Background: an optimization exercise with open tools, aiming at a short achievable clock period and few clock cycles. Do not read the settings as production practice. In this exercise RTL edits were held to simulation tests only and were not proved equivalent to the original. Power and IR drop assume default switching activity.

===== flow/config.mk =====
export PLATFORM = sky130hd
export DESIGN_NAME = cpuTop
export DESIGN_NICKNAME = cpuTop
export VERILOG_FILES = /design/flow/design.v
export SDC_FILE = /design/flow/constraint.sdc
export NUM_CORES = 4
export LEC_CHECK = 0
export ABC_CLOCK_PERIOD_IN_PS = 4000
export CAP_MARGIN = 20
export CORE_MARGIN = 2
export CORE_UTILIZATION = 30
export SETUP_SLACK_MARGIN = 5
export SLEW_MARGIN = 20

===== flow/constraint.sdc =====
create_clock -name core_clock -period 11.0 [get_ports {clk}]
set_input_delay 2.2000 -clock core_clock [delete_from_list [all_inputs] [get_ports {clk}]]
set_output_delay 2.2000 -clock core_clock [all_outputs]
set_load 0.01 [all_outputs]

===== flow/design.v =====
package isaPkg;
  typedef enum logic [3:0] {
    RTYPE  = 4'b0000,   
    ANDI   = 4'b0001,
    ORI    = 4'b0010,
    XORI   = 4'b0011,
    SCOND  = 4'b0100,   
    ADDI   = 4'b0101,
    JRA    = 4'b0110,   
    LOAD   = 4'b0111,
    RTYPE2 = 4'b1000,   
    SUBI   = 4'b1001,
    STR    = 4'b1010,
    CMPI   = 4'b1011,
    BCOND  = 4'b1100,
    J      = 4'b1101,
    MULTI  = 4'b1110,
    JAL    = 4'b1111
  } opCodeE;
  typedef enum logic [3:0] {
    AND  = 4'b0001,
    OR   = 4'b0010,
    XOR  = 4'b0011,
    NOT  = 4'b0100,
    ADD  = 4'b0101,
    ADDU = 4'b0110,   
    SUB  = 4'b1001,
    CMP  = 4'b1011,
    MULT = 4'b1110
  } functCodeE;
  parameter functCodeE LSH  = functCodeE'(4'b0100);   
  parameter functCodeE LSHI = functCodeE'(4'b0000);   
  parameter functCodeE ASH  = functCodeE'(4'b0110);
  parameter functCodeE ASHI = functCodeE'(4'b0011);   
  typedef enum logic [3:0] {
    EQ = 4'd0, NE = 4'd1, CS = 4'd2, CC = 4'd3, HI = 4'd4,
    LS = 4'd5, GT = 4'd6, LE = 4'd7, FS = 4'd8, FC = 4'd9,
    UC = 4'd14   
  } condCodeE;
  typedef struct packed {
    opCodeE     opCode;
    logic [3:0] rDest;   
    functCodeE  funct;
    logic [3:0] rSrc;
  } rFormT;
  typedef struct packed {
    opCodeE     opCode;
    logic [3:0] rDest;
    logic [7:0] imm;     
  } iFormT;
  typedef union packed {
    rFormT rView;
    iFormT iView;
  } instrWord;
endpackage
package ctrlPkg;
  typedef enum logic [2:0] {
    ALU_ADD  = 3'b000,
    ALU_SUB  = 3'b001,
    ALU_OR   = 3'b010,
    ALU_AND  = 3'b011,
    ALU_XOR  = 3'b100,
    ALU_NOT  = 3'b101,
    ALU_MULT = 3'b110,
    ALU_CMP  = 3'b111
  } aluOpE;
  typedef struct packed {
    logic  branch;       
    logic  jump;         
    logic  jumpRa;       
    logic  cfWrite;      
    logic  lznWrite;     
    logic  wbPsr;        
    logic  rtSrcReg;     
    logic  wbSrc;        
    logic  memSrc;       
    logic  shiftSrc;     
    logic  aluSrcB;      
    logic  regWriteEn;
    logic  raWrite;      
    logic  shiftType;    
    logic  memWrite;
    logic  enRam;        
    aluOpE aluOp;
  } ctrlSignals;
  typedef struct packed {
    logic c;   
    logic l;   
    logic f;   
    logic z;
    logic n;   
  } psrFlags;
endpackage
`timescale 1ns/10ps
module regFile (
  input  logic                          clk,
  input  logic                          reset,
  input  logic [$clog2(16)-1:0] rdAddrA,
  input  logic [$clog2(16)-1:0] rdAddrB,
  input  logic [$clog2(16)-1:0] wrAddr,
  input  logic                          wrEn,
  input  logic [16-1:0]        wrData,
  input  logic [$clog2(16)-1:0] wrAddr2,
  input  logic                          wrEn2,
  input  logic [16-1:0]        wrData2,
  output logic [16-1:0]        rdA,
  output logic [16-1:0]        rdB,
  output logic [16-1:0]        rdLink   
);
  logic [16-1:0] regs [16];
  assign rdA    = regs[rdAddrA];   
  assign rdB    = regs[rdAddrB];
  assign rdLink = regs[15];
  always_ff @(posedge clk)
  begin
    if (reset)
    begin
      for (int i = 0; i < 16; i++)
        regs[i] <= '0;
    end
    else
    begin
      for (int i = 0; i < 16; i++)
        if (wrEn && wrAddr == i[$clog2(16)-1:0])
          regs[i] <= wrData;
        else if (wrEn2 && wrAddr2 == i[$clog2(16)-1:0])
          regs[i] <= wrData2;
    end
  end
endmodule
`timescale 1ns/10ps
module shiftUnit (
  input  logic [16-1:0] src,      
  input  logic signed [4:0]      amount,   
  input  logic                   arith,    
  output logic [16-1:0] result
);
  logic [4:0] mag;   
  assign mag = -amount;
  always_comb
  begin
    if (!amount[4])
      result = src << amount[3:0];
    else if (arith)
      result = $signed(src) >>> mag;
    else
      result = src >> mag;   
  end
endmodule
`timescale 1ns/10ps
module cpuTop (
  input  logic                   clk,
  input  logic                   reset,
  input  logic [15:0]            instr,     
  input  logic [16-1:0] memRdata,
  output logic [16-1:0]   pc,
  output logic [16-1:0] memAddr,
  output logic [16-1:0] memWdata,
  output logic                   memWrite,
  output logic                   memEn
);
  localparam int S_ADD = 0, S_SUB = 1, S_AND = 2, S_OR = 3, S_XOR = 4, S_NOT = 5,
                 S_MUL = 6, S_SHF = 7, S_LD = 8, S_SCD = 9, S_PASS = 10, NSEL = 11;
  logic [3:0]  op, rd, fn, rs;
  logic [15:0] simm;
  assign op   = instr[15:12];
  assign rd   = instr[11:8];
  assign fn   = instr[7:4];
  assign rs   = instr[3:0];
  assign simm = {{8{instr[7]}}, instr[7:0]};
  logic [NSEL-1:0] dSel;
  logic        dWen, dCf, dLzn, dLoad, dStore, dArith, dRegB, dUseA, dUseB;
  logic        dBranch, dJump, dJal, dJra;
  always_comb
  begin
    dSel    = '0;
    dWen    = 1'b0;
    dCf     = 1'b0;
    dLzn    = 1'b0;
    dLoad   = 1'b0;
    dStore  = 1'b0;
    dArith  = 1'b0;
    dRegB   = 1'b0;   
    dUseA   = 1'b0;
    dUseB   = 1'b0;
    dBranch = 1'b0;
    dJump   = 1'b0;
    dJal    = 1'b0;
    dJra    = 1'b0;
    case (op)
      4'd0:   
      begin
        dRegB = 1'b1;
        dUseA = 1'b1;
        dUseB = 1'b1;
        dWen  = 1'b1;
        case (fn)
          4'd1:  dSel[S_AND] = 1'b1;
          4'd2:  dSel[S_OR]  = 1'b1;
          4'd3:  dSel[S_XOR] = 1'b1;
          4'd4:  dSel[S_NOT] = 1'b1;
          4'd6:  dSel[S_ADD] = 1'b1;
          4'd9:  begin dSel[S_SUB] = 1'b1; dCf = 1'b1; end
          4'd11: begin dWen = 1'b0; dLzn = 1'b1; end
          4'd14: dSel[S_MUL] = 1'b1;
          default: begin dSel[S_ADD] = 1'b1; dCf = 1'b1; end
        endcase
      end
      4'd1:  begin dSel[S_AND] = 1'b1; dWen = 1'b1; dUseA = 1'b1; end
      4'd2:  begin dSel[S_OR]  = 1'b1; dWen = 1'b1; dUseA = 1'b1; end
      4'd3:  begin dSel[S_XOR] = 1'b1; dWen = 1'b1; dUseA = 1'b1; end
      4'd4:  begin dSel[S_SCD] = 1'b1; dWen = 1'b1; end
      4'd5:  begin dSel[S_ADD] = 1'b1; dWen = 1'b1; dUseA = 1'b1; dCf = 1'b1; end
      4'd6:  dJra = 1'b1;
      4'd7:  begin dSel[S_LD] = 1'b1; dWen = 1'b1; dLoad = 1'b1; dRegB = 1'b1; dUseB = 1'b1; end
      4'd8:   
      begin
        dSel[S_SHF] = 1'b1;
        dWen   = 1'b1;
        dUseA  = 1'b1;
        dRegB  = (fn[3:2] != 2'b00);   
        dUseB  = (fn[3:2] != 2'b00);
        dArith = (fn == 4'b0110) || (fn[3:1] == 3'b001);
      end
      4'd9:  begin dSel[S_SUB] = 1'b1; dWen = 1'b1; dUseA = 1'b1; dCf = 1'b1; end
      4'd10: begin dStore = 1'b1; dRegB = 1'b1; dUseA = 1'b1; dUseB = 1'b1; end
      4'd11: begin dLzn = 1'b1; dUseA = 1'b1; end
      4'd12: dBranch = 1'b1;
      4'd13: dJump = 1'b1;
      4'd14: begin dSel[S_MUL] = 1'b1; dWen = 1'b1; dUseA = 1'b1; end
      4'd15: begin dJump = 1'b1; dJal = 1'b1; dSel[S_PASS] = 1'b1; dWen = 1'b1; end
      default: ;
    endcase
  end
  logic [15:0] rA, rB, r15;
  logic        wEn, mwEn;
  logic [15:0] xRes, prod;
  logic [NSEL-1:0] xSel;
  logic        xWen, xCf, xLzn, xLoad, xStore, xArith;
  logic [3:0]  xDst, xCond;
  logic [15:0] xA, xB;         
  logic        mV;             
  logic [3:0]  mDst;
  regFile u_regs (
    .clk(clk), .reset(reset),
    .rdAddrA(rd), .rdAddrB(rs),
    .wrAddr(xDst), .wrEn(wEn), .wrData(xRes),
    .wrAddr2(mDst), .wrEn2(mwEn), .wrData2(prod),
    .rdA(rA), .rdB(rB), .rdLink(r15)
  );
  logic [4:0]  flags;         
  logic        fC, fL, fF, fZ, fN;
  assign {fC, fL, fF, fZ, fN} = flags;
  logic [15:0] opA, opB;
  assign opA = xA;
  assign opB = xB;
  logic [16:0] sum, diff;
  logic [15:0] shf;
  logic        nC, nF, nZ, nL, nN;
  logic        xSub, xMul;
  assign sum  = {1'b0, opA} + {1'b0, opB};
  assign diff = {1'b0, opA} - {1'b0, opB};
  assign xSub = xSel[S_SUB];
  assign xMul = xSel[S_MUL];
  shiftUnit u_shift (.src(opA), .amount(opB[4:0]), .arith(xArith), .result(shf));
  assign nC = xSub ? diff[16] : sum[16];
  assign nF = xSub ? ((opA[15] != opB[15]) && (diff[15] != opA[15]))
                   : ((opA[15] == opB[15]) && (sum[15] != opA[15]));
  assign nZ = (opA == opB);
  assign nL = diff[16];                          
  assign nN = ($signed(opB) > $signed(opA));
  function automatic logic condOf(input logic [3:0] k, input logic c, input logic l,
                                  input logic f, input logic z, input logic n);
    case (k)
      4'd0:  condOf = z;
      4'd1:  condOf = !z;
      4'd2:  condOf = c;
      4'd3:  condOf = !c;
      4'd4:  condOf = l;
      4'd5:  condOf = !l;
      4'd6:  condOf = n;
      4'd7:  condOf = !n;
      4'd8:  condOf = f;
      4'd9:  condOf = !f;
      4'd14: condOf = 1'b1;
      default: condOf = 1'b0;
    endcase
  endfunction
  logic        xCondTrue;
  assign xCondTrue = condOf(xCond, fC, fL, fF, fZ, fN);   
  always_comb
  begin
    xRes = '0;
    if (xSel[S_ADD])  xRes = xRes | sum[15:0];
    if (xSel[S_SUB])  xRes = xRes | diff[15:0];
    if (xSel[S_AND])  xRes = xRes | (opA & opB);
    if (xSel[S_OR])   xRes = xRes | (opA | opB);
    if (xSel[S_XOR])  xRes = xRes | (opA ^ opB);
    if (xSel[S_NOT])  xRes = xRes | ~opB;
    if (xSel[S_SHF])  xRes = xRes | shf;
    if (xSel[S_LD])   xRes = xRes | memRdata;
    if (xSel[S_SCD])  xRes = xRes | {15'b0, xCondTrue};
    if (xSel[S_PASS]) xRes = xRes | xA;   
  end
  assign wEn = xWen && !xMul && !reset;
  assign memAddr  = opB;
  assign memWdata = opA;
  assign memEn    = (xLoad || xStore) && !reset;
  assign memWrite = xStore && !reset;
  logic [15:0] pp0;
  logic [11:0] pp1;
  logic [7:0]  pp2;
  logic [3:0]  pp3;
  always_ff @(posedge clk)
  begin
    pp0 <= opA * opB[3:0];
    pp1 <= opA[11:0] * opB[7:4];
    pp2 <= opA[7:0] * opB[11:8];
    pp3 <= opA[3:0] * opB[15:12];
  end
  assign prod = pp0 + {pp1, 4'b0} + {pp2, 8'b0} + {pp3, 12'b0};
  assign mwEn = mV && !(xWen && !xMul && (xDst == mDst)) && !reset;
  logic eC, eL, eF, eZ, eN, dCondTrue;
  assign eC = xCf  ? nC : fC;
  assign eF = xCf  ? nF : fF;
  assign eL = xLzn ? nL : fL;
  assign eZ = xLzn ? nZ : fZ;
  assign eN = xLzn ? nN : fN;
  assign dCondTrue = condOf(rd, eC, eL, eF, eZ, eN);
  logic        xwA, xwB, xwL, mwA, mwB, mwL, stall;
  logic [15:0] aVal, bVal, lVal, pcNext, pcInc, pcBr, pcSeq;
  assign xwA = xWen && (xDst == rd);
  assign xwB = xWen && (xDst == rs);
  assign xwL = xWen && (xDst == 4'd15);
  assign mwA = mV && (mDst == rd);
  assign mwB = mV && (mDst == rs);
  assign mwL = mV && (mDst == 4'd15);
  assign stall = xMul && ((dUseA && xwA) || ((dUseB || dJump) && xwB) || (dJra && xwL));
  assign aVal  = xwA ? xRes : mwA ? prod : rA;
  assign bVal  = xwB ? xRes : mwB ? prod : rB;
  assign lVal  = xwL ? xRes : mwL ? prod : r15;
  assign pcInc = pc + 16'd1;
  assign pcBr  = pc + simm;
  always_comb
  begin
    if (dJump)
      pcSeq = bVal;
    else if (dJra)
      pcSeq = lVal;
    else
      pcSeq = pcInc;
  end
  assign pcNext = (dBranch && dCondTrue) ? pcBr : pcSeq;
  always_ff @(posedge clk)
  begin
    if (reset)
      pc <= '0;
    else if (!stall)
      pc <= pcNext;
  end
  always_ff @(posedge clk)
  begin
    if (reset || stall)
    begin   
      xSel   <= '0;
      xWen   <= 1'b0;
      xCf    <= 1'b0;
      xLzn   <= 1'b0;
      xLoad  <= 1'b0;
      xStore <= 1'b0;
    end
    else
    begin
      xSel   <= dSel;
      xWen   <= dWen;
      xCf    <= dCf;
      xLzn   <= dLzn;
      xLoad  <= dLoad;
      xStore <= dStore;
    end
  end
  always_ff @(posedge clk)
  begin
    if (reset)
      mV <= 1'b0;
    else
      mV <= xMul;
  end
  always_ff @(posedge clk)
  begin
    xArith  <= dArith;
    xDst    <= dJal ? 4'd15 : rd;
    xCond   <= rd;
    xA      <= dJal ? pcInc : aVal;
    xB      <= dRegB ? bVal : simm;
    mDst    <= xDst;
  end
  always_ff @(posedge clk)
  begin
    if (reset)
      flags <= '0;
    else
    begin
      if (xCf)
      begin
        flags[4] <= nC;
        flags[2] <= nF;
      end
      if (xLzn)
      begin
        flags[3] <= nL;
        flags[1] <= nZ;
        flags[0] <= nN;
      end
    end
  end
endmodule

===== flow/flow/run.sh =====
#!/bin/bash
set -euo pipefail
cd "$(dirname "$0")/.."
bash standard.sh \
  "BUFFER_PORTS_ARGS=-buffer_cell sky130_fd_sc_hd__buf_4" \
  SETUP_SLACK_MARGIN=6.5 \
  MATCH_CELL_FOOTPRINT=0 \
  finish > flow_make.log 2>&1

===== flow/standard.sh =====
#!/bin/bash
# synth_recipe.tcl (not shown) runs the flow's synth.tcl, then flattens the netlist and writes it again
# the make line also repeats each setting of config.mk as NAME=value (left out here)
make -C /OpenROAD-flow-scripts/flow DESIGN_CONFIG=/design/flow/config.mk WORK_HOME=/design/flow/orfs CLKGATE_MAP_FILE= SYNTH_SCRIPT=/design/flow/synth_recipe.tcl "${@:-finish}"

==> run notes <==
minimum clock period=4730 ps; worst slew margin relative to its limit=0.1533; DRC violation count after routing=0; Routed Wire Length=146.2 mm; switching part of the total power=0.3804; Gate Count Post-Synth=3,722; Ports=84; net switching component of the power=1.781 mW; setup repair after global routing missed its margin=yes; routed len/inst=29.11 um; end of the worst register-to-register path=pc[5]; Slew Viols, Final=0; power per standard cell area=137.7 nW/um^2; fraction of layout cells with a size suffix above 1=0.1481; count of H-tree levels built during CTS=2; global-route wire length before repair=207.3 mm; critical path launch point type=input port; final-layout fill cell count=9,960; largest fanout on the critical path=4; Reg2Reg Launch Point=xB[1]; final estimated routing congestion in global placement=1.014; cell type with the largest total area after synthesis=sky130_fd_sc_hd__dfxtp_1; total negative slack for setup checks=0 ps; source-to-sink clock delay at the later pin of the worst-skew pair=620 ps; post-route clock period utilization=0.4300; post-synthesis mux area share=0.04620; synth cell count leaders=sky130_fd_sc_hd__nand2_1 (488), sky130_fd_sc_hd__a21oi_1 (398), sky130_fd_sc_hd__dfxtp_1 (378); standard-cell rows=113; total track usage=0.2811; xor and xnor area share after synthesis=0.03901; cell chosen for the clock root=sky130_fd_sc_hd__clkbuf_16; share of total power in combinational logic=0.322; Int Pwr=2.901 mW; maxcap violations=0; flip-flop and latch count after synthesis=378; number of antenna violations at the first check in global routing=1; critical path type=input port to output pin; yosys warns=4; clock network fraction of design power=0.353; share of the core filled with cells in the final layout=0.3579; Die Area=98,280 um^2; worst slack, placed=5156 ps; Post-Synthesis Net Count=3,971; vias in the first global route=29,720; share of the synthesized area in the top cell type=0.2633; HP Class=flop to flop; overflow left after global routing=0; cell breakdown of the critical path=buf_16, nor2b_4, buf_6; slowest cell on the critical path=sky130_fd_sc_hd__buf_16; DP HPWL=98.16 mm; area added between synthesis and finish=18.34%; Pre-antenna DRT Iters=9; simple-gate area share of the yosys netlist=0.1739; maximum clock insertion buffer count=3; hold path startpoint=u_regs.regs[9][3]; leakage power of the design=12.32 nW; final instance count without filler cells=5,024; number of enable flip-flop cells after synthesis=0; CTS Sinks=378; Mapped Avg Cell Area=7.721 um^2; TritonCTS clock tree=yes; netlist area before placement=28,740 um^2; pin count of the biggest net entering global routing=88; floorplan die width=313.5 um; top-count cell post-synth=sky130_fd_sc_hd__nand2_1; Iter 0 DRT Violations=5,152; max frequency=211.4 MHz; remaining antenna violation count after routing=0; share of synthesized cell area in full adder, half adder and majority cells=0.1103; Initial Util=0.3025; number of stages on the worst hold path=2; Worst-path clk slew=70 ps; Critical Path End Type=output pin; sequential fraction of design power=0.325; worst min-delay path endpoint=u_regs.regs[9][3]; required time of the worst setup path=8800 ps; height of the die=313.5 um; via count=32,120; worst setup slack for register-to-register paths=6570 ps; CTS Hold Buffers Added=0; post-synthesis sequential area ratio=0.2633; complex-gate fraction of the synthesized area=0.3057; number of port buffers=83; arrival time at the worst endpoint=2530 ps; run status=timing/DRC/antenna clean; FF-to-FF path depth=14; Final Hold Viols=0; Primary FF master, synth=sky130_fd_sc_hd__dfxtp_1; share of synthesized registers carrying an async set or reset=0; worst-case hold slack=490.7 ps; Total Nets Final=3,970; main area contributors after synthesis=sky130_fd_sc_hd__dfxtp_1 (26%), sky130_fd_sc_hd__a22oi_1 (9.7%), sky130_fd_sc_hd__a21oi_1 (6.9%); dominant combinational cell family by area after synthesis=compound AO/OA/AOI/OAI gates; cts bufs inserted=43; count of final setup violators=0; Core Box Area=95,010 um^2; placed insts=4,874; Worst-Margin Slew=1265 ps; clock skew=44.78 ps; Synth cell types=80; highest cell delay on the worst timing path=120 ps; detailed-route vias per instance=6.394; Worst Slack Setup Final=6270 ps; VDD IR max=0.0001025 V
==> layout by cell type, fill, tap and decap left out, types with 59 or more instances in the layout <==
master,Yosys,routed
sky130_fd_sc_hd__fa_1,64,63
sky130_fd_sc_hd__nand2_1,488,484
sky130_fd_sc_hd__inv_1,135,121
sky130_fd_sc_hd__o21ai_0,134,131
sky130_fd_sc_hd__ha_1,151,132
sky130_fd_sc_hd__dfxtp_1,378,358
sky130_fd_sc_hd__nor2_1,276,264
sky130_fd_sc_hd__a22oi_1,373,372
sky130_fd_sc_hd__nand3_1,62,59
sky130_fd_sc_hd__xnor2_1,92,85
sky130_fd_sc_hd__mux2i_1,73,73
sky130_fd_sc_hd__buf_4,0,235
sky130_fd_sc_hd__a21oi_1,398,394
==> registers in the layout, indices dropped and copies added (netlist names), 5 cells and up <==
name,count
xA,16
xSel,11
pc,16
pp1,12
pp0,16
flags,5
xB,16
pp2,8
u_regs.regs,256
==> power groups by stage <==
stage                     logic [mW]  clock network (mW)  registers, mW
after floorplan                0.838                   0           1.49
after global placement          1.36                   0           1.54
after detailed placement        1.35                   0           1.54
after CTS                       1.40                1.66           1.51
after global routing            1.57                1.71           1.52
final                           1.51                1.65           1.52
==> layout make-up <==
| cell class | instances | area (um^2) | share of cell area |
|---|---|---|---|
| multi-input cells | 2884 | 20160 | 0.5928 |
| flip-flops and latches | 378 | 7627 | 0.2243 |
| repair buffers | 273 | 2447 | 0.07196 |
| well taps | 1265 | 1583 | 0.04654 |
| clock buffers | 59 | 1226 | 0.03606 |
| inverters | 140 | 589.3 | 0.01733 |
| clock inverters | 19 | 357.8 | 0.01052 |
| diodes | 5 | 12.51 | 0.0003679 |
| repair inverters | 1 | 5.005 | 0.0001472 |
==> worst max-delay path, delay by kind of cell <==
family,cells,cell delay [ps]
buf+inv,2,220
simple gates,1,110
==> worst max-delay path by stage <==
stage / endpoint / start / slack (ps) / depth (start not counted)
after global placement: pc[14] / instr[14] / 5170 / 11
after CTS: memWrite / reset / 6230 / 3
after global routing: memWrite / reset / 6260 / 3
final: memWrite / reset / 6270 / 3
after floorplan: memEn / reset / 6150 / 4
after detailed placement: pc[14] / instr[14] / 5160 / 11
==> through the flow <==
step	instance area, um^2	power [mW]
finish	34010	4.682
detailed placement	30950	2.891
floorplan	28950	2.332
CTS	33120	4.563
global placement	30950	2.899
global route	34000	4.806
==> what timing repair did <==
item                       4_1_cts  5_1_grt
setup endpoints to repair      138       29
gates resized for setup         99      118
setup buffers                   20       35
pin swaps                        5       11
cloned                           6        6
==> layer usage <==
| layer | up-vias | part of all wire | GRT usage |
|---|---|---|---|
| li1 | 13670 | - | - |
| met1 | 15410 | 0.39 | 0.3674 |
| met2 | 2406 | 0.42 | 0.4229 |
| met3 | 641 | 0.12 | 0.06736 |
| met4 | 0 | 0.070 | 0.1604 |
| met5 | - | 0 | 0 |
==> cell families after synthesis <==
group	after synthesis
and+or+nand+nor	1115
DFF	378
adders and majority gates	215
buffers and inverters	462
xor gates and xnor gates	128
AOI/OAI and AO/OA	1311
muxes	113
Testbench counts, summed over its fixed seeds: cycles 104,901.

[port drivers added, routing unchanged]
The flow's constraints put no driver on any port. The routed layout listed below was extracted and timed again, unchanged, in two steps. Step 1: set_driving_cell puts a clkbuf_16 on clk and a buf_2 on each other input, an assumption about the parent block. Step 2 moves the port delays by t, midway between the first and last clock arrival at a register: inputs arrive t later, outputs are due t later. That takes back most of the time a late clock gives input paths. Three values: no drivers, after step 1, after step 2; two values: the first two.
t (ns): 0.663
setup WS [ns]: 6.270 / 6.013 / 5.583
clock arrival spread, ns: 0.044 / 0.045
worst data-port slew with drivers (ns): 0.37
After both steps setup and hold are still met in this run. The setup slack of this run moves by -0.257 ns with the drivers and by -0.687 ns with both steps.
